From an optimization exercise on the open Yosys and OpenROAD flow, aimed at small area, a short achievable clock period and few clock cycles; shortcuts taken in it are not production practice. Where RTL was checked, it was by simulation tests only, not by an equivalence proof against the original. For runs 3 to 5, only the layout was checked, not whether the RTL still works. Power is estimated from default activity; no workload was simulated.

File: flow/config.mk
export PLATFORM = sky130hd
export DESIGN_NAME = octree_searcher
export DESIGN_NICKNAME = octree_searcher
export VERILOG_FILES = /design/flow/design.v
export SDC_FILE = /design/flow/constraint.sdc
export NUM_CORES = 4
export LEC_CHECK = 0
export ABC_AREA = 1
export CAP_MARGIN = 20
export CORE_MARGIN = 2
export CORE_UTILIZATION = 55
export PLACE_DENSITY = 0.7
export SETUP_SLACK_MARGIN = 3.25
export SLEW_MARGIN = 20
File: flow/constraint.sdc
create_clock -name core_clock -period 6.0 [get_ports {clk}]
set_input_delay 1.2000 -clock core_clock [delete_from_list [all_inputs] [get_ports {clk}]]
set_output_delay 1.2000 -clock core_clock [all_outputs]
set_load 0.01 [all_outputs]
File: flow/design.v
`default_nettype none
package octree_pkg;
  typedef logic [16-1:0]   addr_t;
  typedef logic [64-1:0]   word_t;
  typedef logic [3-1:0]  level_t;
  typedef logic [12-1:0]    pos_t;
  typedef logic [12-1:0]   slot_t;
  typedef logic [4-1:0] lod_mask_t;
  typedef enum logic [1:0] {WALK_IDLE, WALK_POP, WALK_READ, WALK_SCAN} walk_state_e;
  typedef enum logic [1:0] {FETCH_IDLE, FETCH_READ, FETCH_WAIT, FETCH_HOLD} fetch_state_e;
endpackage
`default_nettype wire
`timescale 1ns/1ps
`default_nettype none
import octree_pkg::*;
module octree_searcher
(
  input  logic           clk,
  input  logic           rst_n,
  input  logic           start_i,
  input  octree_pkg::lod_mask_t      lod_mask_i,
  output logic           busy_o,
  output logic           done_o,
  output logic           sram_cen_o,
  output octree_pkg::addr_t          sram_addr_o,
  input  octree_pkg::word_t          sram_q_i,
  output octree_pkg::word_t          feature_o,
  output logic           feature_valid_o,
  input  logic           feature_ready_i
);
  function automatic logic [2:0] ffs8(input logic [7:0] m);
    ffs8 = m[0] ? 3'd0 : m[1] ? 3'd1 : m[2] ? 3'd2 : m[3] ? 3'd3 :
           m[4] ? 3'd4 : m[5] ? 3'd5 : m[6] ? 3'd6 : 3'd7;
  endfunction
  logic        s_idle, s_issue, s_data, s_dec, s_adv, s_done;
  logic        qfeat_q;    
  logic [1:0]  lvl_q;      
  logic [1:0]  dep_q;      
  logic [7:0]  m0_q, m1_q, m2_q;   
  logic [7:0]  cap_q;      
  logic [9:0]  slot_q;     
  logic        fbusy_q;
  logic [7:0]  fa_q;       
  logic [7:0]  fmask_q;    
  logic [1:0]  fk_q;       
  logic        freq, ffire;
  assign freq  = fbusy_q && !s_issue && !s_idle;
  assign ffire = freq && (!qfeat_q || feature_ready_i);
  assign sram_cen_o  = qfeat_q && !feature_ready_i;
  assign sram_addr_o = (s_issue || s_idle) ? {8'b0, slot_q[9:2]} : {5'b0, 1'b1, fa_q, fk_q};
  assign feature_o       = sram_q_i;
  assign feature_valid_o = qfeat_q;
  assign busy_o          = !s_idle;
  assign done_o          = s_done && !fbusy_q && !qfeat_q;
  logic [7:0] fafter, frest;
  logic       f_last, f_accept;
  logic [2:0] fn;
  always_comb begin
    for (int j = 0; j < 8; j++) fafter[j] = (fa_q[2:0] != 3'd0) && (3'(j) >= fa_q[2:0]);
  end
  assign frest    = fmask_q & fafter;
  assign f_last   = (fk_q == 2'd3) && (frest == 8'd0);
  assign f_accept = !fbusy_q || (ffire && f_last);
  assign fn       = ffs8(frest);
  logic [15:0] lane;
  logic [7:0]  cbits, sbits;
  assign lane = sram_q_i[{slot_q[1:0], 4'b0000} +: 16];
  always_comb begin
    for (int i = 0; i < 8; i++) begin
      cbits[i] = lane[2*i];
      sbits[i] = lane[2*i+1];
    end
  end
  logic leaf, any;
  assign leaf = (dep_q == lvl_q);
  assign any  = |cap_q;
  logic [7:0] mp, mp_rest, after;
  logic       more;
  logic [2:0] n;
  always_comb begin
    for (int j = 0; j < 8; j++) after[j] = (slot_q[2:0] != 3'd0) && (3'(j) >= slot_q[2:0]);
  end
  assign mp      = (dep_q == 2'd1) ? m0_q : (dep_q == 2'd2) ? m1_q : m2_q;
  assign mp_rest = mp & after;
  assign more    = (dep_q != 2'd0) && (mp_rest != 8'd0);
  assign n       = ffs8(mp_rest);
  logic [3:0] lod_above;
  logic       has_next_lvl;
  logic [1:0] next_lvl;
  always_comb begin
    for (int i = 0; i < 4; i++) lod_above[i] = lod_mask_i[i] && (2'(i) > lvl_q);
    has_next_lvl = |lod_above;
    next_lvl = lod_above[1] ? 2'd1 : lod_above[2] ? 2'd2 : 2'd3;
  end
  logic [2:0] ic;
  logic [9:0] child_slot, sib_slot, par_slot;
  logic [6:0] lo_inc, hi_inc, hi_dec;
  always_comb begin
    lo_inc     = slot_q[6:0] + 7'd1;
    hi_inc     = slot_q[9:3] + 7'd1;
    hi_dec     = slot_q[9:3] - 7'd1;
    ic         = ffs8(cap_q);
    child_slot = {(ic == 3'd7) ? lo_inc : slot_q[6:0], 3'(ic + 3'd1)};
    sib_slot   = {(n == 3'd7) ? hi_inc : slot_q[9:3], 3'(n + 3'd1)};
    par_slot   = {3'd0, (slot_q[2:0] == 3'd0) ? hi_dec : slot_q[9:3]};
  end
  logic dec_desc, dec_hold, handoff, adv, adv_sib, adv_up, adv_end;
  assign dec_desc = s_dec && !leaf && any;
  assign dec_hold = s_dec && leaf && any && !f_accept;
  assign handoff  = s_dec && leaf && any && f_accept;
  assign adv      = s_adv || (s_dec && !dec_desc && !dec_hold);
  assign adv_sib  = adv && more;
  assign adv_up   = adv && !more && (dep_q != 2'd0);
  assign adv_end  = adv && (dep_q == 2'd0);
  logic [7:0] fa_next;
  assign fa_next = {(fn == 3'd7) ? fa_q[7:3] + 5'd1 : fa_q[7:3], 3'(fn + 3'd1)};
  always_ff @(posedge clk or negedge rst_n) begin
    if (!rst_n) begin
      s_idle    <= 1'b1;
      s_issue   <= 1'b0;
      s_data    <= 1'b0;
      s_dec     <= 1'b0;
      s_adv     <= 1'b0;
      s_done    <= 1'b0;
      qfeat_q   <= 1'b0;
      fbusy_q   <= 1'b0;
      fk_q      <= 2'd0;
      slot_q    <= 10'd0;
    end else begin
      qfeat_q <= ffire || (qfeat_q && !feature_ready_i);
      if (ffire) begin
        fk_q <= fk_q + 2'd1;
        if (f_last) fbusy_q <= 1'b0;
      end
      if (handoff) fbusy_q <= 1'b1;
      if (s_idle && start_i) begin
        s_idle <= 1'b0;
        if (lod_mask_i == 4'd0) s_done <= 1'b1;
        else s_data <= 1'b1;
      end
      if (s_issue && (!qfeat_q || feature_ready_i)) begin
        s_issue <= 1'b0;
        s_data  <= 1'b1;
      end
      if (s_data) begin
        s_data <= 1'b0;
        s_dec  <= 1'b1;
      end
      if (dec_desc) begin
        s_dec   <= 1'b0;
        s_issue <= 1'b1;
        slot_q  <= child_slot;
      end
      if (adv) begin
        s_dec <= 1'b0;
        s_adv <= adv_up;
      end
      if (adv_sib) begin
        s_issue <= 1'b1;
        slot_q  <= sib_slot;
      end
      if (adv_up) slot_q <= par_slot;
      if (adv_end) begin
        slot_q <= 10'd0;
        if (has_next_lvl) s_issue <= 1'b1;
        else s_done <= 1'b1;
      end
      if (done_o) begin
        s_done <= 1'b0;
        s_idle <= 1'b1;
      end
    end
  end
  always_ff @(posedge clk) begin
    if (s_idle && start_i) begin
      dep_q <= 2'd0;
      lvl_q <= lod_mask_i[0] ? 2'd0 : lod_mask_i[1] ? 2'd1 : lod_mask_i[2] ? 2'd2 : 2'd3;
    end
    if (s_data) cap_q <= leaf ? sbits : cbits;
    if (dec_desc) begin
      dep_q <= dep_q + 2'd1;
      case (dep_q)
        2'd0: m0_q <= cap_q;
        2'd1: m1_q <= cap_q;
        default: m2_q <= cap_q;
      endcase
    end
    if (adv_up) dep_q <= dep_q - 2'd1;
    if (adv_end) lvl_q <= next_lvl;
    if (ffire && (fk_q == 2'd3)) fa_q <= fa_next;
    if (handoff) begin
      fa_q    <= child_slot[7:0];
      fmask_q <= cap_q;
    end
  end
endmodule
`default_nettype wire
File: flow/flow/run.sh
#!/bin/bash
# Standard ORFS layout with three changes in how it is made:
# - synthesis maps the logic for area only (abc_area.script beside this file
#   replaces ORFS's area script; the timing repair later sizes what needs it),
# - small buffers on the ports,
# - a clock tree without dummy balancing loads.
set -euo pipefail
rm -rf orfs_scripts
cp -r "$FLOW_HOME/scripts" orfs_scripts
cp flow/abc_area.script orfs_scripts/abc_area.script
export SCRIPTS_DIR="$PWD/orfs_scripts"
export BUFFER_PORTS_ARGS="-buffer_cell sky130_fd_sc_hd__buf_1"
export CTS_ARGS="-sink_clustering_enable -repair_clock_nets -buf_list sky130_fd_sc_hd__clkbuf_8 -sink_clustering_size 40 -sink_clustering_max_diameter 100 -dont_use_dummy_load"
bash standard.sh > standard_make.log 2>&1
File: flow/flow/abc_area.script
strash
dch
amap
topo
File: flow/standard.sh
#!/bin/bash
# synth_recipe.tcl (not shown) runs the flow's synth.tcl, then flattens the netlist and writes it again
# the make line also repeats each setting of config.mk as NAME=value (left out here)
make -C /OpenROAD-flow-scripts/flow DESIGN_CONFIG=/design/flow/config.mk WORK_HOME=/design/flow/orfs CLKGATE_MAP_FILE= SYNTH_SCRIPT=/design/flow/synth_recipe.tcl "${@:-finish}"
==> impl_metrics.tcl, run 1 <==
set metrics [dict create \
    htree_levels 3 \
    start_kind "input port" \
    max_stage_delay_ns 0.36 \
    cts_tree "done" \
    cts_buffer_depth 2 \
    crit_path_end_kind "flip-flop" \
    cts-hold-fix-buffers 0 \
    die_w_um 95.69 \
    leakage_uw 0.002174 \
    worstSkewPairLatency_ns 0.35 \
    cp.arrival_ns 3.15 \
    layout-drive-gt1-share_pct 26.61 \
    ys_seq_area_share_pct 43.98 \
    peakVddDrop_mv 0.2619 \
    synth_area_per_cell_sq_um 9.321 \
    setup_violations 0 \
    grt_max_degree 21 \
    n_fill_cell 611 \
    register_area_sq_mm 0.002041 \
    yosysUniqueCellTypes 32 \
    area_delta_synth_final_pct 31.72 \
    viasPerCell 6.270 \
    setup-tns-final_ns 0 \
    synth_top_area_share_pct 33.13 \
    syn-cell-area_sq_mm 0.004623 \
    coreArea_sq_mm 0.008175 \
    cts_sinks 71 \
    fin_skew_ns 0.02039 \
    finalMaxSlewViolations 0 \
    dp_hpwl_um 10520 \
    setup_slack_ns 3.062 \
    synth_area_leaders "edfxtp_1 (33%), buf_4 (11%), dfrtp_1 (10%), a22oi_1 (5.5%), o22ai_1 (5.3%)" \
    path_clk_slew_ns 0.07 \
    period_share_pct 48.97 \
    hold_path_depth 1 \
    synth_commonest_cells "buf_4 (69), nor2_1 (54), clkinv_1 (52), edfxtp_1 (51), o22ai_1 (39)" \
    criticalPathCategory "in -> reg" \
    drv_cap 0 \
    required_ns 6.21 \
    io_pins 156 \
    port_buffers 150 \
    overflow 0 \
    multi_input_area_sq_mm 0.002399 \
    grt_util_all_layers_pct 33.61 \
    rr_worst_depth 14 \
    tightest_slew_ns 0.7540 \
    final_hold_viol_count 0 \
    grt_pass1_vias 4226 \
    crit_chain "buf_6, nor2b_4, nor3_4, nand2_2, a211oi_4, a31oi_4, nand4_1, a31oi_4, clkinv_4, nand2_4, nor2_4, buf_6, a221oi_2, o32ai_1" \
    die_area_sq_mm 0.009156 \
    synth_ff_type "edfxtp_1" \
    dr.first_iter.drc_count 386 \
    rsz0062_at_grt "true" \
    yosysWarnings 1 \
    synthCells 496 \
    finish.instance_area_sq_mm 0.006090 \
    dieHeight_um 95.69 \
    finalWorstPathRequiredPeriod_ns 2.938 \
    ys_seq_elements 71 \
    max-slew-margin-rel_pct 49.46 \
    status "finished clean" \
    power_density_mw_per_mm2 596.0 \
    cts_made_buffers 9 \
    firstDrtPassIters 6 \
    place_congestion 0.8537 \
    pre_cts_ws_ns 2.202 \
    async_reset_ff_share_pct 28.17 \
    antenna_found_initial 0 \
    synth_edf_count 51 \
    via_count 4759 \
    yosysMostFrequentCell "buf_4" \
    critPathSlowestCell "a31oi_4" \
    cp_max_fo 6 \
    drc_errors 0 \
    synth_top_area_cell "edfxtp_1" \
    place_area_sq_mm 0.005094 \
    fmax_mhz 340.3 \
    hp-class "reg -> reg" \
    antenna_left 0 \
    initial_core_util_pct 56.55 \
    cts-root-buf "clkbuf_8" \
    layout.nets 744 \
    grt_pass1_wl_um 22630 \
    routed_wl_um 15550 \
    wl_per_cell_um 20.49 \
    rows 33 \
    antenna-diode-count 0 \
]
layout make-up:
cell class / count / area share, %
timing repair buffer: 210 / 17.69
clock buffer: 9 / 2.034
sequential: 71 / 33.51
tap: 105 / 2.157
multi-input combinational: 308 / 39.39
timing repair inverter: 4 / 0.5137
inverter: 52 / 4.705
path summary, 6_finish.rpt:
check                                      from         to  slack, ns
max in group asynchronous                 rst_n     s_idle       4.91
worst max register to register         cap_q[3]  slot_q[6]       3.07
min in group asynchronous                 rst_n    fk_q[0]       0.81
worst max-delay path            feature_ready_i  slot_q[1]       3.06
worst min-delay path                    qfeat_q     s_idle       0.51
worst min register to register          qfeat_q     s_idle       0.51
what timing repair did:
| item | CTS | global route |
|---|---|---|
| endpoints found under the setup margin | 84 | 59 |
| resized for setup | 65 | 33 |
| setup buffers | 35 | 24 |
| gates cloned | 4 | 0 |
| pin swaps | 20 | 16 |
worst max-delay path, delay by kind of cell:
kind | cells | cell delay (ns)
buf+inv | 3 | 0.37
simple gates | 6 | 0.64
compound gates | 5 | 0.94
registers in the layout, summed over array words and instances, names as in the netlist:
signal / count
s_idle: 1
fk_q: 2
s_issue: 1
s_done: 1
slot_q: 10
cap_q: 8
m1_q: 8
fbusy_q: 1
qfeat_q: 1
s_adv: 1
s_dec: 1
dep_q: 2
m0_q: 8
fmask_q: 7
s_data: 1
lvl_q: 2
fa_q: 8
m2_q: 8
stage by stage:
| step | instances | power, uW | utilization [%] | hold WS (ns) |
|---|---|---|---|---|
| global placement | 687 | 2543 | 62.30 | 0.4825 |
| CTS | 735 | 3308 | 70.66 | 0.5116 |
| finish | 759 | 3629 | 74.49 | 0.5121 |
| floorplan | 500 | 2119 | - | 0.4678 |
| global route | 759 | 3830 | 74.49 | 0.5286 |
| detailed placement | 687 | 2561 | 62.30 | 0.5019 |
power by group:
part | switching, uW | internal, uW
Sequential | 167 | 749
Combinational | 1390 | 1030
Clock | 159 | 134
Total | 1720 | 1910
cell families after synthesis:
| logic type | after synthesis | share of synthesized area (%) |
|---|---|---|
| adder cells (fa/ha/maj) | 16 | 4.330 |
| buffers and inverters | 121 | 15.43 |
| other | 1 | 0.08111 |
| flip-flops | 71 | 43.98 |
| AND/OR/NAND/NOR | 122 | 11.31 |
| AO/OA/AOI/OAI | 165 | 24.87 |
placed cells by master, fill, tap and decap left out, drive strengths merged, types with 3 or more instances in the layout:
master,instances
o32ai,11
or2,4
nor3,17
a22oi,34
clkbuf,10
ha,16
nand3,5
conb,5
a211oi,9
edfxtp,51
a21oi,11
o2111ai,3
a31oi,4
o221ai,4
o21ai,24
nor2,54
inv,4
nand2,31
dfrtp,19
clkinv,51
o22ai,39
nor2b,5
a221oi,5
a2111oi,3
buf,209
o21a,4
o22a,10
routing by layer:
layer  up-vias  part of all wire [%]  GRT usage (%)
met3        41                   7.5          4.348
met1      2292                    40          44.85
li1       2135                     -              -
met5         -                     0              0
met2       291                    50          56.59
met4         0                   2.3          11.19
Testbench counts, summed over its fixed seeds: cycles 55,432.
==> inputs of run 2 (changes only) <==
--- a/flow/flow/run.sh
+++ b/flow/flow/run.sh
@@ -1,6 +1,6 @@
 #!/bin/bash
 # Standard ORFS layout with three changes in how it is made:
-# - synthesis maps the logic for area only (abc_area.script beside this file
+# - synthesis maps the logic without ABC's own gate sizing (abc_area.script beside this file
 #   replaces ORFS's area script; the timing repair later sizes what needs it),
 # - small buffers on the ports,
 # - a clock tree without dummy balancing loads.
==> flow/flow/abc_area.script (replaced) <==
strash
dch
map -B 0.9
topo
==> impl_metrics.tcl, run 2 <==
set metrics [dict create \
    synthCells 645 \
    synth_edf_count 51 \
    tightest_slew_ns 0.7290 \
    synth_area_leaders "edfxtp_1 (31%), nand2_1 (11%), buf_4 (10%), dfrtp_1 (9.6%), nor2_1 (8.0%)" \
    clock_power_share_pct 9.6 \
    status "finished clean" \
    dieHeight_um 99.04 \
    async_reset_ff_share_pct 28.17 \
    ys_seq_area_share_pct 40.93 \
    grt_pass1_vias 4391 \
    firstDrtPassIters 4 \
    synth_top_area_share_pct 30.83 \
    cp_max_fo 3 \
    ys_seq_elements 71 \
    internal_power_uw 1552 \
    period_share_pct 46.81 \
    yosysWarnings 1 \
    place_congestion 0.9837 \
    final_hold_viol_count 0 \
    overflow 0 \
    cts_sinks 71 \
    syn-cell-area_sq_mm 0.004967 \
    area_delta_synth_final_pct 13.05 \
    yosysMostFrequentCell "nand2_1" \
    worstSkewPairLatency_ns 0.35 \
    antenna_left 0 \
    peakVddDrop_mv 0.2958 \
    cts_made_buffers 9 \
    dr.first_iter.drc_count 354 \
    max-slew-margin-rel_pct 51.22 \
    register_area_sq_mm 0.002041 \
    layout-drive-gt1-share_pct 9.486 \
    path_clk_slew_ns 0.07 \
    finalWorstPathRequiredPeriod_ns 2.809 \
    final_cell_mix "buf_1 (144), nand2_1 (136), nor2_1 (98), o21ai_0 (55), clkinv_1 (54)" \
    switching_share_pct 49.04 \
    io_pins 156 \
    p_seq_share_pct 31.6 \
    cts-hold-fix-buffers 0 \
    start_kind "input port" \
    synth_top_area_cell "edfxtp_1" \
    criticalPathCategory "in -> out" \
    routed_wl_um 13780 \
    die_w_um 99.04 \
    worstReg2RegStart "dep_q[1]" \
    setup_violations 0 \
    viasPerCell 5.430 \
    cts_tree "done" \
    cts-root-buf "clkbuf_8" \
    fmax_mhz 356.0 \
    combinationalPowerShare_pct 58.8 \
    dp_hpwl_um 10190 \
    drc_errors 0 \
    final_core_util_pct 64.39 \
    fin_skew_ns 0.02020 \
    multi_input_area_sq_mm 0.002307 \
    die_area_sq_mm 0.009808 \
    mostFrequentLayoutCell "buf_1" \
    leakage_uw 0.002258 \
    layout.nets 849 \
    hp-class "reg -> reg" \
    crit_path_end_kind "output pin" \
    grt_max_degree 37 \
    setup-tns-final_ns 0 \
    rsz0062_at_grt "true" \
    coreArea_sq_mm 0.008721 \
    power_density_mw_per_mm2 542.3 \
    antenna-diode-count 0 \
    max_flop_register "slot_q" \
    htree_levels 3 \
    largest_register_ffs 10 \
    cp.arrival_ns 1.61 \
    grt_util_all_layers_pct 28.56 \
    rows 34 \
    grt_pass1_wl_um 21820 \
    antenna_found_initial 0 \
    switchingPower_uw 1493 \
    cts_buffer_depth 2 \
    synth_commonest_cells "nand2_1 (141), nor2_1 (106), buf_4 (69), clkinv_1 (63), o21ai_0 (58)" \
    n_fill_cell 779 \
    min-delay-start "fk_q[0]" \
    yosysUniqueCellTypes 25 \
    via_count 4708 \
    initial_core_util_pct 56.96 \
    synth_ff_type "edfxtp_1" \
    setup.worst_path.start "feature_ready_i" \
    drv_cap 0 \
    wl_per_cell_um 15.89 \
    finalMaxSlewViolations 0 \
    required_ns 4.80 \
    synth_area_per_cell_sq_um 7.701 \
    port_buffers 150 \
]
run 2: final timing paths:
| kind | endpoint | depth (start not counted) | slack [ns] |
|---|---|---|---|
| max | sram_cen_o | 3 | 3.19 |
| min | fk_q[0] | 1 | 0.51 |
| max reg2reg | slot_q[7] | 18 | 3.45 |
| min reg2reg | fk_q[0] | 1 | 0.51 |
| max in group asynchronous | s_idle | 2 | 4.92 |
| min in group asynchronous | s_done | 2 | 0.81 |
run 2: routing by layer:
layer	part of all wire [%]	GRT usage, %	vias up
met1	44	38.15	2205
li1	-	-	2296
met3	5.3	3.830	28
met5	0	0	-
met4	2.8	11.59	0
met2	48	47.09	179
run 2: worst max-delay path: stages:
cell and delay [ns]:
buf_1 0.08, nor2_2 0.16, buf_2 0.17
run 2: area by class of cell:
| class | count | area share, % |
|---|---|---|
| Clock buffer | 9 | 2.206 |
| Tap cell | 108 | 2.406 |
| Timing Repair Buffer | 169 | 12.99 |
| Multi-Input combinational cell | 446 | 41.09 |
| Inverter | 63 | 4.813 |
| Timing Repair inverter | 1 | 0.1560 |
| Sequential cell | 71 | 36.34 |
run 2: power by group through the flow:
stage | logic, uW | clock network (uW) | registers (uW)
detailed placement | 1490 | 0 | 1010
global route | 2010 | 313 | 981
CTS | 1630 | 296 | 957
global placement | 1480 | 0 | 1000
floorplan | 1150 | 0 | 917
finish | 1790 | 292 | 963
run 2: logic make-up (layout without fill, tap and decap cells):
| group | Yosys count | count (layout) | share of synthesized area [%] |
|---|---|---|---|
| flops | 71 | 71 | 40.93 |
| xor+xnor | 22 | 22 | 3.879 |
| mux | 1 | 1 | 0.2267 |
| compound gates | 100 | 100 | 11.11 |
| other cells | 1 | 5 | 0.07549 |
| fa+ha+maj | 16 | 16 | 4.030 |
| buf+inv | 132 | 242 | 15.19 |
| simple gates | 302 | 302 | 24.56 |
run 2: what timing repair did:
action / in CTS / in global routing
pin swaps: 2 / 3
gates resized for setup: 17 / 24
endpoints found under the setup margin: 39 / 21
buffers inserted: 7 / 11
gates cloned: 0 / 1
run 2: metrics by stage:
step	cells	power [uW]	setup slack, ns	hold slack [ns]	area [sq um]
after floorplan	649	2065	3.252	0.4690	5026
final	867	3045	3.191	0.5107	5615
after CTS	855	2888	3.239	0.5126	5450
after detailed placement	839	2499	2.661	0.4981	5219
after global routing	867	3304	3.168	0.5223	5615
after global placement	839	2485	2.698	0.4917	5214
==> inputs of run 3 (changes only) <==
--- a/flow/design.v
+++ b/flow/design.v
@@ -92,23 +92,26 @@
     has_next_lvl = |lod_above;
     next_lvl = lod_above[1] ? 2'd1 : lod_above[2] ? 2'd2 : 2'd3;
   end
-  logic [2:0] ic;
+  logic [2:0] ic, ia;
   logic [9:0] child_slot, sib_slot, par_slot;
+  logic [7:0] fa_first;
   logic [6:0] lo_inc, hi_inc, hi_dec;
   always_comb begin
     lo_inc     = slot_q[6:0] + 7'd1;
     hi_inc     = slot_q[9:3] + 7'd1;
     hi_dec     = slot_q[9:3] - 7'd1;
-    ic         = ffs8(cap_q);
+    ic         = ffs8(cbits);
+    ia         = ffs8(cap_q);
     child_slot = {(ic == 3'd7) ? lo_inc : slot_q[6:0], 3'(ic + 3'd1)};
+    fa_first   = {(ia == 3'd7) ? lo_inc[4:0] : slot_q[4:0], 3'(ia + 3'd1)};
     sib_slot   = {(n == 3'd7) ? hi_inc : slot_q[9:3], 3'(n + 3'd1)};
     par_slot   = {3'd0, (slot_q[2:0] == 3'd0) ? hi_dec : slot_q[9:3]};
   end
   logic dec_desc, dec_hold, handoff, adv, adv_sib, adv_up, adv_end;
-  assign dec_desc = s_dec && !leaf && any;
-  assign dec_hold = s_dec && leaf && any && !f_accept;
-  assign handoff  = s_dec && leaf && any && f_accept;
-  assign adv      = s_adv || (s_dec && !dec_desc && !dec_hold);
+  assign dec_desc = s_data && !leaf && (cbits != 8'd0);
+  assign dec_hold = s_dec && any && !f_accept;
+  assign handoff  = s_dec && any && f_accept;
+  assign adv      = s_adv || (s_dec && !dec_hold) || (s_data && !leaf && (cbits == 8'd0));
   assign adv_sib  = adv && more;
   assign adv_up   = adv && !more && (dep_q != 2'd0);
   assign adv_end  = adv && (dep_q == 2'd0);
@@ -144,10 +147,9 @@
       end
       if (s_data) begin
         s_data <= 1'b0;
-        s_dec  <= 1'b1;
+        s_dec  <= leaf;
       end
       if (dec_desc) begin
-        s_dec   <= 1'b0;
         s_issue <= 1'b1;
         slot_q  <= child_slot;
       end
@@ -176,20 +178,20 @@
       dep_q <= 2'd0;
       lvl_q <= lod_mask_i[0] ? 2'd0 : lod_mask_i[1] ? 2'd1 : lod_mask_i[2] ? 2'd2 : 2'd3;
     end
-    if (s_data) cap_q <= leaf ? sbits : cbits;
+    if (s_data) cap_q <= sbits;
     if (dec_desc) begin
       dep_q <= dep_q + 2'd1;
       case (dep_q)
-        2'd0: m0_q <= cap_q;
-        2'd1: m1_q <= cap_q;
-        default: m2_q <= cap_q;
+        2'd0: m0_q <= cbits;
+        2'd1: m1_q <= cbits;
+        default: m2_q <= cbits;
       endcase
     end
     if (adv_up) dep_q <= dep_q - 2'd1;
     if (adv_end) lvl_q <= next_lvl;
     if (ffire && (fk_q == 2'd3)) fa_q <= fa_next;
     if (handoff) begin
-      fa_q    <= child_slot[7:0];
+      fa_q    <= fa_first;
       fmask_q <= cap_q;
     end
   end
==> flow/flow/run.sh (replaced) <==
#!/bin/bash
# Standard ORFS layout, with small buffers on the ports and a clock tree
# without dummy balancing loads, built from larger sink clusters.
set -euo pipefail
export BUFFER_PORTS_ARGS="-buffer_cell sky130_fd_sc_hd__buf_1"
export CTS_ARGS="-sink_clustering_enable -repair_clock_nets -buf_list sky130_fd_sc_hd__clkbuf_8 -sink_clustering_size 40 -sink_clustering_max_diameter 100 -dont_use_dummy_load"
bash standard.sh > standard_make.log 2>&1
--- a/flow/config.mk
+++ b/flow/config.mk
@@ -8,7 +8,6 @@
 export ABC_AREA = 1
 export CAP_MARGIN = 20
 export CORE_MARGIN = 2
-export CORE_UTILIZATION = 55
-export PLACE_DENSITY = 0.7
+export CORE_UTILIZATION = 40
 export SETUP_SLACK_MARGIN = 3.25
 export SLEW_MARGIN = 20
removed: flow/flow/abc_area.script
==> impl_metrics.tcl, run 3 <==
set metrics [dict create \
    status "finished clean" \
    finish.instance_area_sq_mm 0.006057 \
    ys_seq_elements 71 \
    power_density_mw_per_mm2 541.3 \
    initial_core_util_pct 40.53 \
    required_ns 4.80 \
    rows 42 \
    dp_hpwl_um 10270 \
    multi_input_area_sq_mm 0.002603 \
    finalMaxSlewViolations 0 \
    coreArea_sq_mm 0.01309 \
    syn-cell-area_sq_mm 0.005304 \
    antenna_found_initial 0 \
    synth_edf_count 51 \
    peakVddDrop_mv 0.2083 \
    synth_top_area_cell "edfxtp_1" \
    synth_ff_type "edfxtp_1" \
    register_area_sq_mm 0.002036 \
    die_w_um 119.2 \
    die_area_sq_mm 0.01420 \
    yosysUniqueCellTypes 45 \
    synthCells 688 \
    start_kind "input port" \
    fin_skew_ns 0.03580 \
    path_clk_slew_ns 0.09 \
    dpl.cell_count 934 \
    period_share_pct 48.23 \
    routed_wl_um 14000 \
    firstDrtPassIters 5 \
    max-slew-margin-rel_pct 54.22 \
    area_delta_synth_final_pct 14.20 \
    reg2reg_slack_ns 3.30 \
    drv_cap 0 \
    place_area_sq_mm 0.005528 \
    yosysMostFrequentCell "nand2_1" \
    drc_errors 0 \
    final_hold_viol_count 0 \
    place_congestion 0.9077 \
    critPathSlowestCell "or2_4" \
    max_stage_delay_ns 0.25 \
    hp-class "reg -> reg" \
    leakage_uw 0.002560 \
    n_fill_cell 1302 \
    cp_max_fo 5 \
    antenna_left 0 \
    crit_path_end_kind "output pin" \
    synth_commonest_cells "nand2_1 (172), buf_4 (73), nor2_1 (67), nand3_1 (58)" \
    rsz0062_at_grt "true" \
    async_reset_ff_share_pct 28.17 \
    synth_top_area_share_pct 28.87 \
    fmax_mhz 345.6 \
    mostFrequentLayoutCell "nand2_1" \
    ys_seq_area_share_pct 38.33 \
    io_pins 156 \
    synth_area_leaders "edfxtp_1 (29%), nand2_1 (12%), buf_4 (10%), dfrtp_1 (9.0%), nand3_1 (5.5%)" \
    criticalPathCategory "in -> out" \
    port_buffers 150 \
    max_flop_register "slot_q" \
    cts_buffer_depth 2 \
    final_cell_mix "nand2_1 (166), buf_1 (149), nor2_1 (63), nand3_1 (53), edfxtp_1 (51)" \
    cts_tree "done" \
    instances_no_fill 970 \
    dr.first_iter.drc_count 263 \
    overflow 0 \
    via_count 4792 \
    layout-drive-gt1-share_pct 14.99 \
    layout.nets 880 \
    tightest_slew_ns 0.6867 \
    worstSkewPairLatency_ns 0.35 \
    wl_per_cell_um 14.44 \
    yosysWarnings 1 \
    viasPerCell 4.940 \
    grt_max_degree 40 \
    grt_pass1_vias 4374 \
    grt_pass1_wl_um 21820 \
    setup_violations 0 \
    power.total_uw 3279 \
    dieHeight_um 119.2 \
    htree_levels 3 \
    synth_area_per_cell_sq_um 7.709 \
    antenna-diode-count 0 \
    setup-tns-final_ns 0 \
    cts-root-buf "clkbuf_8" \
    cts_sinks 71 \
    cp.arrival_ns 1.69 \
    crit_chain "buf_1, or2_4, inv_2, buf_6" \
    cts_made_buffers 9 \
    finalWorstPathRequiredPeriod_ns 2.894 \
    largest_register_ffs 10 \
    grt_util_all_layers_pct 19.29 \
]
[run 3: kinds of logic (layout without fill, tap and decap cells)]
logic type,Yosys count,in the layout,synth area share [%]
simple gates,339,343,28.62
buf+inv,151,249,16.37
compound gates,95,95,10.59
flops,71,71,38.33
xor+xnor,18,18,2.972
fa+ha+maj,12,12,2.831
other cells,1,5,0.07070
mux,1,1,0.2123
[run 3: what timing repair did]
item	CTS	global route
resized for setup	11	39
pin swaps	3	6
hold buffers	0	0
setup buffers	11	10
cloned	1	5
setup endpoints to repair	17	44
[run 3: metrics by stage]
stage,hold slack (ns),util (%),worst slack (ns)
final,0.4742,46.29,3.106
after global routing,0.5035,46.29,3.080
after CTS,0.4802,44.17,3.100
after detailed placement,0.4583,42.25,2.703
after global placement,0.4439,42.19,2.742
after floorplan,0.4272,-,3.054
[run 3: final timing paths]
path                                 startpoint    endpoint  cells past startpoint
worst min register to register         cap_q[7]  fmask_q[7]                      0
min in group asynchronous                 rst_n      s_data                      2
worst min-delay path                   cap_q[7]  fmask_q[7]                      0
worst max register to register         dep_q[1]   slot_q[1]                     16
worst max-delay path            feature_ready_i  sram_cen_o                      4
max in group asynchronous                 rst_n      s_idle                      2
[run 3: final cells by class]
class | count | share of cell area, %
Multi-Input combinational cell | 474 | 42.97
Clock buffer | 9 | 2.045
Timing Repair Buffer | 176 | 13.32
Inverter | 63 | 4.338
Tap cell | 176 | 3.636
Timing Repair inverter | 1 | 0.08263
Sequential cell | 71 | 33.61
[run 3: worst max-delay path: cells and delay by family]
kind,cells,cell delay [ns]
buffers and inverters,3,0.25
and+or+nand+nor,1,0.25
[run 3: power by group]
group	leakage [uW]	internal, uW	switching, uW	total, uW
sequential	0.000711	762	149	911
clock	0.0000647	134	164	298
combinational	0.00178	726	1340	2070
total	0.00256	1620	1660	3280
[run 3: layer usage]
layer / vias to the layer above / wire length [um] / track usage (%)
met1: 2186 / 6164 / 25.65
met3: 16 / 828 / 2.874
li1: 2410 / - / -
met2: 180 / 6793 / 32.47
met4: 0 / 216 / 5.804
met5: - / 0 / 0
==> inputs of run 4 (changes only) <==
--- a/flow/design.v
+++ b/flow/design.v
@@ -43,14 +43,19 @@
   logic [7:0]  fa_q;       
   logic [7:0]  fmask_q;    
   logic [1:0]  fk_q;       
-  logic        freq, ffire;
-  assign freq  = fbusy_q && !s_issue && !s_idle;
+  logic        freq, ffire, wsel, dsel;
+  logic [9:0]  child_slot;
+  assign dsel  = s_dec && (dep_q != lvl_q) && (cap_q != 8'd0);
+  assign wsel  = s_issue || s_idle || dsel;
+  assign freq  = fbusy_q && !wsel;
   assign ffire = freq && (!qfeat_q || feature_ready_i);
   assign sram_cen_o  = qfeat_q && !feature_ready_i;
-  assign sram_addr_o = (s_issue || s_idle) ? {8'b0, slot_q[9:2]} : {5'b0, 1'b1, fa_q, fk_q};
+  assign sram_addr_o = (s_issue || s_idle) ? {8'b0, slot_q[9:2]} :
+                       dsel ? {8'b0, child_slot[9:2]} : {5'b0, 1'b1, fa_q, fk_q};
   assign feature_o       = sram_q_i;
   assign feature_valid_o = qfeat_q;
   assign busy_o          = !s_idle;
+  assign s_done          = !(s_idle || s_issue || s_data || s_dec || s_adv);
   assign done_o          = s_done && !fbusy_q && !qfeat_q;
   logic [7:0] fafter, frest;
   logic       f_last, f_accept;
@@ -92,26 +97,23 @@
     has_next_lvl = |lod_above;
     next_lvl = lod_above[1] ? 2'd1 : lod_above[2] ? 2'd2 : 2'd3;
   end
-  logic [2:0] ic, ia;
-  logic [9:0] child_slot, sib_slot, par_slot;
-  logic [7:0] fa_first;
+  logic [2:0] ic;
+  logic [9:0] sib_slot, par_slot;
   logic [6:0] lo_inc, hi_inc, hi_dec;
   always_comb begin
     lo_inc     = slot_q[6:0] + 7'd1;
     hi_inc     = slot_q[9:3] + 7'd1;
     hi_dec     = slot_q[9:3] - 7'd1;
-    ic         = ffs8(cbits);
-    ia         = ffs8(cap_q);
+    ic         = ffs8(cap_q);
     child_slot = {(ic == 3'd7) ? lo_inc : slot_q[6:0], 3'(ic + 3'd1)};
-    fa_first   = {(ia == 3'd7) ? lo_inc[4:0] : slot_q[4:0], 3'(ia + 3'd1)};
     sib_slot   = {(n == 3'd7) ? hi_inc : slot_q[9:3], 3'(n + 3'd1)};
     par_slot   = {3'd0, (slot_q[2:0] == 3'd0) ? hi_dec : slot_q[9:3]};
   end
   logic dec_desc, dec_hold, handoff, adv, adv_sib, adv_up, adv_end;
-  assign dec_desc = s_data && !leaf && (cbits != 8'd0);
-  assign dec_hold = s_dec && any && !f_accept;
-  assign handoff  = s_dec && any && f_accept;
-  assign adv      = s_adv || (s_dec && !dec_hold) || (s_data && !leaf && (cbits == 8'd0));
+  assign dec_desc = s_dec && !leaf && any;
+  assign dec_hold = s_dec && leaf && any && !f_accept;
+  assign handoff  = s_dec && leaf && any && f_accept;
+  assign adv      = s_adv || (s_dec && !dec_desc && !dec_hold);
   assign adv_sib  = adv && more;
   assign adv_up   = adv && !more && (dep_q != 2'd0);
   assign adv_end  = adv && (dep_q == 2'd0);
@@ -124,7 +126,6 @@
       s_data    <= 1'b0;
       s_dec     <= 1'b0;
       s_adv     <= 1'b0;
-      s_done    <= 1'b0;
       qfeat_q   <= 1'b0;
       fbusy_q   <= 1'b0;
       fk_q      <= 2'd0;
@@ -138,8 +139,7 @@
       if (handoff) fbusy_q <= 1'b1;
       if (s_idle && start_i) begin
         s_idle <= 1'b0;
-        if (lod_mask_i == 4'd0) s_done <= 1'b1;
-        else s_data <= 1'b1;
+        s_data <= (lod_mask_i != 4'd0);
       end
       if (s_issue && (!qfeat_q || feature_ready_i)) begin
         s_issue <= 1'b0;
@@ -147,11 +147,13 @@
       end
       if (s_data) begin
         s_data <= 1'b0;
-        s_dec  <= leaf;
+        s_dec  <= 1'b1;
       end
       if (dec_desc) begin
-        s_issue <= 1'b1;
+        s_dec   <= 1'b0;
         slot_q  <= child_slot;
+        if (!qfeat_q || feature_ready_i) s_data <= 1'b1;
+        else s_issue <= 1'b1;
       end
       if (adv) begin
         s_dec <= 1'b0;
@@ -165,12 +167,8 @@
       if (adv_end) begin
         slot_q <= 10'd0;
         if (has_next_lvl) s_issue <= 1'b1;
-        else s_done <= 1'b1;
       end
-      if (done_o) begin
-        s_done <= 1'b0;
-        s_idle <= 1'b1;
-      end
+      if (done_o) s_idle <= 1'b1;
     end
   end
   always_ff @(posedge clk) begin
@@ -178,20 +176,20 @@
       dep_q <= 2'd0;
       lvl_q <= lod_mask_i[0] ? 2'd0 : lod_mask_i[1] ? 2'd1 : lod_mask_i[2] ? 2'd2 : 2'd3;
     end
-    if (s_data) cap_q <= sbits;
+    if (s_data) cap_q <= leaf ? sbits : cbits;
     if (dec_desc) begin
       dep_q <= dep_q + 2'd1;
       case (dep_q)
-        2'd0: m0_q <= cbits;
-        2'd1: m1_q <= cbits;
-        default: m2_q <= cbits;
+        2'd0: m0_q <= cap_q;
+        2'd1: m1_q <= cap_q;
+        default: m2_q <= cap_q;
       endcase
     end
     if (adv_up) dep_q <= dep_q - 2'd1;
     if (adv_end) lvl_q <= next_lvl;
     if (ffire && (fk_q == 2'd3)) fa_q <= fa_next;
     if (handoff) begin
-      fa_q    <= fa_first;
+      fa_q    <= child_slot[7:0];
       fmask_q <= cap_q;
     end
   end
--- a/flow/config.mk
+++ b/flow/config.mk
@@ -8,6 +8,7 @@
 export ABC_AREA = 1
 export CAP_MARGIN = 20
 export CORE_MARGIN = 2
-export CORE_UTILIZATION = 40
+export CORE_UTILIZATION = 55
+export PLACE_DENSITY = 0.7
 export SETUP_SLACK_MARGIN = 3.25
 export SLEW_MARGIN = 20
==> impl_metrics.tcl, run 4 <==
set metrics [dict create \
    htree_levels 3 \
    layout-drive-gt1-share_pct 19.07 \
    final_cell_mix "buf_1 (134), nand2_1 (125), nor2_1 (77), edfxtp_1 (51)" \
    largest_register_ffs 10 \
    finalMaxSlewViolations 0 \
    required_ns 4.80 \
    die_area_sq_mm 0.01010 \
    max-slew-margin-rel_pct 46.42 \
    dp_hpwl_um 10470 \
    synth_top_area_share_pct 29.90 \
    status "finished clean" \
    synth.area.mux_share_pct 0 \
    cp.arrival_ns 2.39 \
    rows 35 \
    cts_tree "done" \
    wl_per_cell_um 16.50 \
    routed_wl_um 14550 \
    synth_ff_type "edfxtp_1" \
    cts_buffer_depth 2 \
    leakage_uw 0.002565 \
    rsz0062_at_grt "true" \
    crit_path_end_kind "output pin" \
    peakVddDrop_mv 0.2413 \
    synth_commonest_cells "nand2_1 (132), nor2_1 (83), buf_4 (70), inv_1 (55), edfxtp_1 (51)" \
    criticalPathCategory "reg -> out" \
    start_kind "flip-flop" \
    setup_violations 0 \
    synth_edf_count 51 \
    fin_skew_ns 0.02568 \
    port_buffers 150 \
    place_congestion 0.9723 \
    antenna_left 0 \
    viasPerCell 5.559 \
    grt_pass1_wl_um 22560 \
    final_hold_viol_count 0 \
    grt_pass1_vias 4651 \
    tightest_slew_ns 0.8007 \
    yosysUniqueCellTypes 42 \
    synth_top_area_cell "edfxtp_1" \
    syn-cell-area_sq_mm 0.005122 \
    cts-hold-fix-buffers 0 \
    async_reset_ff_share_pct 27.14 \
    die_w_um 100.5 \
    initial_core_util_pct 55.97 \
    yosys.area_share.simple_pct 23.72 \
    antenna-diode-count 0 \
    via_count 4903 \
    path_clk_slew_ns 0.08 \
    synthCells 650 \
    antenna_found_initial 0 \
    power.total_uw 3306 \
    setup-tns-final_ns 0 \
    cts_sinks 70 \
    area_delta_synth_final_pct 17.81 \
    drv_cap 0 \
    wl_met3_um 1007 \
    power_density_mw_per_mm2 547.8 \
    drc_errors 0 \
    coreArea_sq_mm 0.009153 \
    max_flop_register "slot_q" \
    synthXorXnorAreaFrac_pct 3.078 \
    n_fill_cell 793 \
    ys_seq_area_share_pct 39.20 \
    synth_area_per_cell_sq_um 7.881 \
    grt_max_degree 21 \
    finalWorstPathRequiredPeriod_ns 3.586 \
    grt_util_all_layers_pct 29.16 \
    cts-root-buf "clkbuf_8" \
    routed-wl-met2_um 7463 \
    layout.nets 861 \
    worstSkewPairLatency_ns 0.36 \
    dr.first_iter.drc_count 314 \
    period_share_pct 59.76 \
    yosysMostFrequentCell "nand2_1" \
    synth_compound_area_share_pct 13.09 \
    io_pins 156 \
    hp-class "reg -> reg" \
    wl_met1_um 5631 \
    top_layer "met4" \
    cp_max_fo 4 \
    cts_made_buffers 9 \
    overflow 0 \
    dieHeight_um 100.5 \
    mostFrequentLayoutCell "buf_1" \
    synth_area_leaders "edfxtp_1 (30%), buf_4 (10%), nand2_1 (9.7%), dfrtp_1 (8.8%), nor2_1 (6.1%)" \
    ys_seq_elements 70 \
    firstDrtPassIters 5 \
    fmax_mhz 278.9 \
    synth_top_family_by_area "simple AND/OR/NAND/NOR gates" \
    yosysWarnings 1 \
    synth_fa_ha_area_share_pct 3.908 \
]
-- run 4: changes by cell type after synthesis, moves of 7 or more --
cell | before | now
o21ai_1 | 10 | 1
o211ai_1 | 4 | 12
o21ai_0 | 40 | 50
nand3_1 | 58 | 34
nor2_1 | 67 | 83
nand2_1 | 172 | 132
o221ai_1 | 0 | 7
nor2_2 | 9 | 2
-- run 4: logic make-up (layout without fill, tap and decap cells) --
| logic type | Yosys count | count (layout) |
|---|---|---|
| XOR/XNOR | 18 | 18 |
| AND/OR/NAND/NOR | 280 | 280 |
| adder cells (fa/ha/maj) | 16 | 16 |
| flip-flops | 70 | 70 |
| other | 1 | 5 |
| AO/OA/AOI/OAI | 111 | 111 |
| buffers and inverters | 154 | 271 |
-- run 4: metrics by stage --
| step | cells | hold slack, ns | setup slack, ns | area, sq um | utilization [%] |
|---|---|---|---|---|---|
| floorplan | 654 | 0.4491 | 2.887 | 5202 | - |
| global placement | 828 | 0.4825 | 2.515 | 5295 | 57.85 |
| detailed placement | 828 | 0.4884 | 2.437 | 5295 | 57.85 |
| CTS | 867 | 0.5013 | 2.409 | 5797 | 63.34 |
| global route | 882 | 0.5208 | 2.258 | 6035 | 65.93 |
| finish | 882 | 0.5059 | 2.414 | 6035 | 65.93 |
-- run 4: layout make-up --
type                       instances  area [sq um]  share of cell area (%)
sequential                        70          2013                   33.36
timing repair inverter             1         5.005                 0.08294
inverter                          65         262.8                   4.354
timing repair buffer             196         997.2                   16.52
multi-input combinational        430          2494                   41.32
tap                              111         138.9                   2.301
clock buffer                       9         123.9                   2.053
-- run 4: worst paths after layout --
check	startpoint	endpoint	slack, ns	cells after the start
setup / recovery	cap_q[4]	sram_addr_o[5]	2.41	11
hold / removal	slot_q[8]	slot_q[8]	0.51	2
setup reg to reg	slot_q[1]	slot_q[8]	3.29	21
hold reg to reg	slot_q[8]	slot_q[8]	0.51	2
max in group asynchronous	rst_n	slot_q[1]	4.79	1
min in group asynchronous	rst_n	s_data	0.82	1
-- run 4: power by group --
part	internal, uW	switching [uW]
clock	133	154
sequential	759	153
combinational	824	1280
-- run 4: critical path, stage by stage, from the launching register on --
cell	delay [ns]
edfxtp_1	0.45
a21oi_2	0.15
o21ai_2	0.07
a21oi_2	0.16
ha_2	0.21
ha_4	0.14
nand4_1	0.14
buf_4	0.19
xor2_1	0.14
inv_1	0.09
o221ai_2	0.13
buf_2	0.16
-- run 4: what timing repair did --
item / CTS / global route
pin swaps: 9 / 12
resized for setup: 35 / 41
cloned: 2 / 0
setup buffers: 28 / 15
setup endpoints to repair: 46 / 38
-- run 4: metal layers --
layer  global-route usage (%)  vias to the layer above
li1                         -                     2340
met1                    34.70                     2309
met2                    52.35                      218
met3                    3.953                       36
met4                    13.17                        0
met5                        0                        -
==> inputs of run 5 (changes only) <==
--- a/flow/design.v
+++ b/flow/design.v
@@ -45,13 +45,14 @@
   logic [1:0]  fk_q;       
   logic        freq, ffire, wsel, dsel;
   logic [9:0]  child_slot;
+  logic [7:0]  child_word;
   assign dsel  = s_dec && (dep_q != lvl_q) && (cap_q != 8'd0);
   assign wsel  = s_issue || s_idle || dsel;
   assign freq  = fbusy_q && !wsel;
   assign ffire = freq && (!qfeat_q || feature_ready_i);
   assign sram_cen_o  = qfeat_q && !feature_ready_i;
   assign sram_addr_o = (s_issue || s_idle) ? {8'b0, slot_q[9:2]} :
-                       dsel ? {8'b0, child_slot[9:2]} : {5'b0, 1'b1, fa_q, fk_q};
+                       dsel ? {8'b0, child_word} : {5'b0, 1'b1, fa_q, fk_q};
   assign feature_o       = sram_q_i;
   assign feature_valid_o = qfeat_q;
   assign busy_o          = !s_idle;
@@ -106,6 +107,8 @@
     hi_dec     = slot_q[9:3] - 7'd1;
     ic         = ffs8(cap_q);
     child_slot = {(ic == 3'd7) ? lo_inc : slot_q[6:0], 3'(ic + 3'd1)};
+    child_word = (cap_q[2:0] != 3'd0) ? {slot_q[6:0], 1'b0} :
+                 (cap_q[6:3] != 4'd0) ? {slot_q[6:0], 1'b1} : {lo_inc, 1'b0};
     sib_slot   = {(n == 3'd7) ? hi_inc : slot_q[9:3], 3'(n + 3'd1)};
     par_slot   = {3'd0, (slot_q[2:0] == 3'd0) ? hi_dec : slot_q[9:3]};
   end
==> impl_metrics.tcl, run 5 <==
set metrics [dict create \
    status "finished clean" \
    final_cell_mix "buf_1 (135), nand2_1 (123), nor2_1 (90), edfxtp_1 (51), o21ai_0 (43)" \
    grt_pass1_vias 4816 \
    finish.instance_area_sq_mm 0.006332 \
    final_hold_viol_count 0 \
    antenna_left 0 \
    synth.area.mux_share_pct 0.2130 \
    worstSkewPairLatency_ns 0.36 \
    finalWorstPathRequiredPeriod_ns 3.138 \
    setup_violations 0 \
    layout.nets 897 \
    synth_top_area_cell "edfxtp_1" \
    crit_chain "inv_2, nand2_4, nor2_4, nand2_2, nand3_4, inv_6, nor2_4, inv_2, o221ai_2, buf_2" \
    required_ns 4.80 \
    crit_buf_inv 4 \
    fmax_mhz 318.6 \
    mostFrequentLayoutCell "buf_1" \
    cp_top_family "simple AND/OR/NAND/NOR gates" \
    grt_util_all_layers_pct 31.23 \
    internal_power_uw 1685 \
    layout-drive-gt1-share_pct 20.45 \
    viasPerCell 5.624 \
    p_seq_share_pct 26.8 \
    max_stage_delay_ns 0.46 \
    synthCells 686 \
    port_buffers 150 \
    synthXorXnorAreaFrac_pct 3.644 \
    syn-cell-area_sq_mm 0.005288 \
    criticalPathCategory "reg -> out" \
    overflow 0 \
    synth_top_area_share_pct 28.96 \
    synth_ff_type "edfxtp_1" \
    grt_use_met3_pct 4.720 \
    timing.hold.ws_ns 0.5069 \
    switching_share_pct 49.60 \
    firstDrtPassIters 5 \
    peakVddDrop_mv 0.2587 \
    drc_errors 0 \
    place_area_sq_mm 0.005435 \
    synth_compound_area_share_pct 13.54 \
    synth_area_leaders "edfxtp_1 (29%), buf_4 (10%), nand2_1 (9.4%), dfrtp_1 (8.5%), nor2_1 (7.0%)" \
    coreArea_sq_mm 0.009284 \
    dp_hpwl_um 11250 \
    yosysMostFrequentCell "nand2_1" \
    setup-tns-final_ns 0 \
    ys_seq_elements 70 \
    dieHeight_um 102.1 \
    antenna-diode-count 0 \
    period_share_pct 52.30 \
    ys_seq_area_share_pct 37.98 \
    critPathSlowestCell "edfxtp_1" \
    fin_skew_ns 0.03223 \
    start_kind "flip-flop" \
    async_reset_ff_share_pct 27.14 \
    yosysUniqueCellTypes 50 \
    max_flop_register "slot_q" \
    io_pins 156 \
    leakage_uw 0.002658 \
    synth_fa_ha_area_share_pct 3.786 \
    initial_core_util_pct 56.95 \
    largest_register_ffs 10 \
    cp.arrival_ns 1.94 \
    area_delta_synth_final_pct 19.76 \
    dr.first_iter.drc_count 452 \
    cts_made_buffers 9 \
    yosys.area_share.simple_pct 23.97 \
    die_w_um 102.1 \
    use_met1_pct 42.21 \
    grt_pass1_wl_um 24700 \
    routed_wl_um 16410 \
    synth_top_family_by_area "simple AND/OR/NAND/NOR gates" \
    met2_usage_pct 51.01 \
    finalMaxSlewViolations 0 \
    rsz0062_at_grt "true" \
    via_count 5264 \
    cp.depth 10 \
    power_density_mw_per_mm2 528.0 \
    tightest_slew_ns 0.7876 \
    final_core_util_pct 68.21 \
    n_fill_cell 782 \
    cts_buffer_depth 2 \
    place_congestion 0.9320 \
    max-slew-margin-rel_pct 47.30 \
    crit_path_end_kind "output pin" \
    drv_cap 0 \
    hold_path_depth 1 \
    cts_sinks 70 \
    synth_area_per_cell_sq_um 7.708 \
    cts-root-buf "clkbuf_8" \
    antenna_found_initial 0 \
    yosysWarnings 1 \
    htree_levels 3 \
    clock_power_share_pct 8.7 \
    synth_edf_count 51 \
    combinationalPowerShare_pct 64.5 \
    hp-class "reg -> reg" \
    switchingPower_uw 1658 \
    rows 35 \
    top_usage_layer "met2" \
    grt_max_degree 20 \
    cts_tree "done" \
    synth_commonest_cells "nand2_1 (133), nor2_1 (99), buf_4 (71), edfxtp_1 (51), o21ai_0 (49)" \
    cp_max_fo 5 \
    die_area_sq_mm 0.01041 \
    rr_worst_depth 21 \
    wl_per_cell_um 17.53 \
    path_clk_slew_ns 0.06 \
]
## run 5: changes by cell type after synthesis, moves of 3 or more
cell	change
a21oi_1	+3
nor3_1	+3
o211ai_1	-8
inv_1	-10
nor2_1	+16
nor2_4	-3
o21ai_1	+14
inv_2	+9
nand3_1	+3
xnor2_1	+3
## run 5: cell type report
| cell class | instances | area (sq um) | area share (%) |
|---|---|---|---|
| Clock buffer | 9 | 123.9 | 1.956 |
| Inverter | 66 | 282.8 | 4.466 |
| Multi-Input combinational cell | 464 | 2735 | 43.19 |
| Sequential cell | 70 | 2017 | 31.85 |
| Tap cell | 129 | 161.4 | 2.549 |
| Timing Repair Buffer | 196 | 1002 | 15.83 |
| Timing Repair inverter | 2 | 10.01 | 0.1581 |
## run 5: layer usage
layer  vias up  part of all wire, %
met5         -                    0
met1      2445                   41
met3        49                  8.7
met2       314                   47
met4         0                  3.7
li1       2456                    -
## run 5: power by group through the flow
stage	clock network, uW	registers [uW]	logic (uW)
2_1_floorplan	0	834	1260
3_3_place_gp	0	912	1570
3_5_place_dp	0	917	1570
4_1_cts	289	881	2000
5_1_grt	310	908	2340
6_report	291	895	2160
## run 5: what timing repair did
item	CTS	global route
hold endpoints to repair	0	0
gates cloned	4	1
setup endpoints to repair	54	36
pin swaps	17	10
resized for setup	76	33
setup buffers	37	6
hold buffers	0	0
## run 5: cells by family (layout without fill, tap and decap cells)
kind of cell             count (synthesis)  count (layout)
AO/OA/AOI/OAI                          120             120
XOR/XNOR                                22              22
adder cells (fa/ha/maj)                 16              16
buffers and inverters                  158             273
flip-flops                              70              70
multiplexers                             1               1
other                                    1               5
AND/OR/NAND/NOR                        298             300
## run 5: worst register-to-register path: cells and delay by family (launching register included)
family | cells | cell delay [ns]
adders and majority gates | 3 | 0.69
buffers and inverters | 5 | 0.44
DFF | 1 | 0.45
and+or+nand+nor | 13 | 1.07
## run 5: worst paths after layout
check	startpoint	end	slack [ns]
max	cap_q[5]	sram_addr_o[4]	2.86
min	fk_q[0]	fk_q[0]	0.51
max reg2reg	dep_q[0]	slot_q[3]	3.25
min reg2reg	fk_q[0]	fk_q[0]	0.51
max in group asynchronous	rst_n	slot_q[1]	4.79
min in group asynchronous	rst_n	slot_q[8]	0.83
## run 5: metrics by stage
step                instances  power (uW)  worst slack (ns)
floorplan                 690        2093             3.225
detailed placement        879        2491             2.484
CTS                       929        3165             2.919
finish                    936        3343             2.862
global placement          879        2478             2.612
global route              936        3562             2.823

what the ideal ports hide:
In the flow no input, the clock included, has a driving cell. The finished layouts below were timed again as built, in two steps.
Step 1, drivers: a clkbuf_16 drives clk and a buf_2 each remaining input, both assumed.
Step 2 also shifts input and output timing later by t, the mid clock arrival at the registers, as if the neighbouring blocks saw the same clock.
a / b / c = no drivers / after step 1 / after step 2; a / b = the first two.
| run | shift t [ns] | setup slack, ns | hold WS [ns] | worst data-port slew with drivers (ns) |
|---|---|---|---|---|
| run 1 | 0.377 | 3.062 / 3.066 / 2.689 | 0.512 / 0.512 / 0.512 | 0.05 |
| run 2 | 0.375 | 3.191 / 3.168 / 3.110 | 0.511 / 0.511 / 0.511 | 0.06 |
| run 3 | 0.371 | 3.106 / 3.083 / 2.889 | 0.474 / 0.474 / 0.474 | 0.04 |
| run 4 | 0.379 | 2.414 / 2.381 / 2.760 | 0.506 / 0.506 / 0.506 | 0.05 |
| run 5 | 0.385 | 2.862 / 2.824 / 3.023 | 0.507 / 0.507 / 0.507 | 0.06 |
After both steps every run listed still meets setup and hold. For run 1, which loses most, drivers alone change the setup slack by +0.004 ns; drivers and shift together by -0.373 ns.
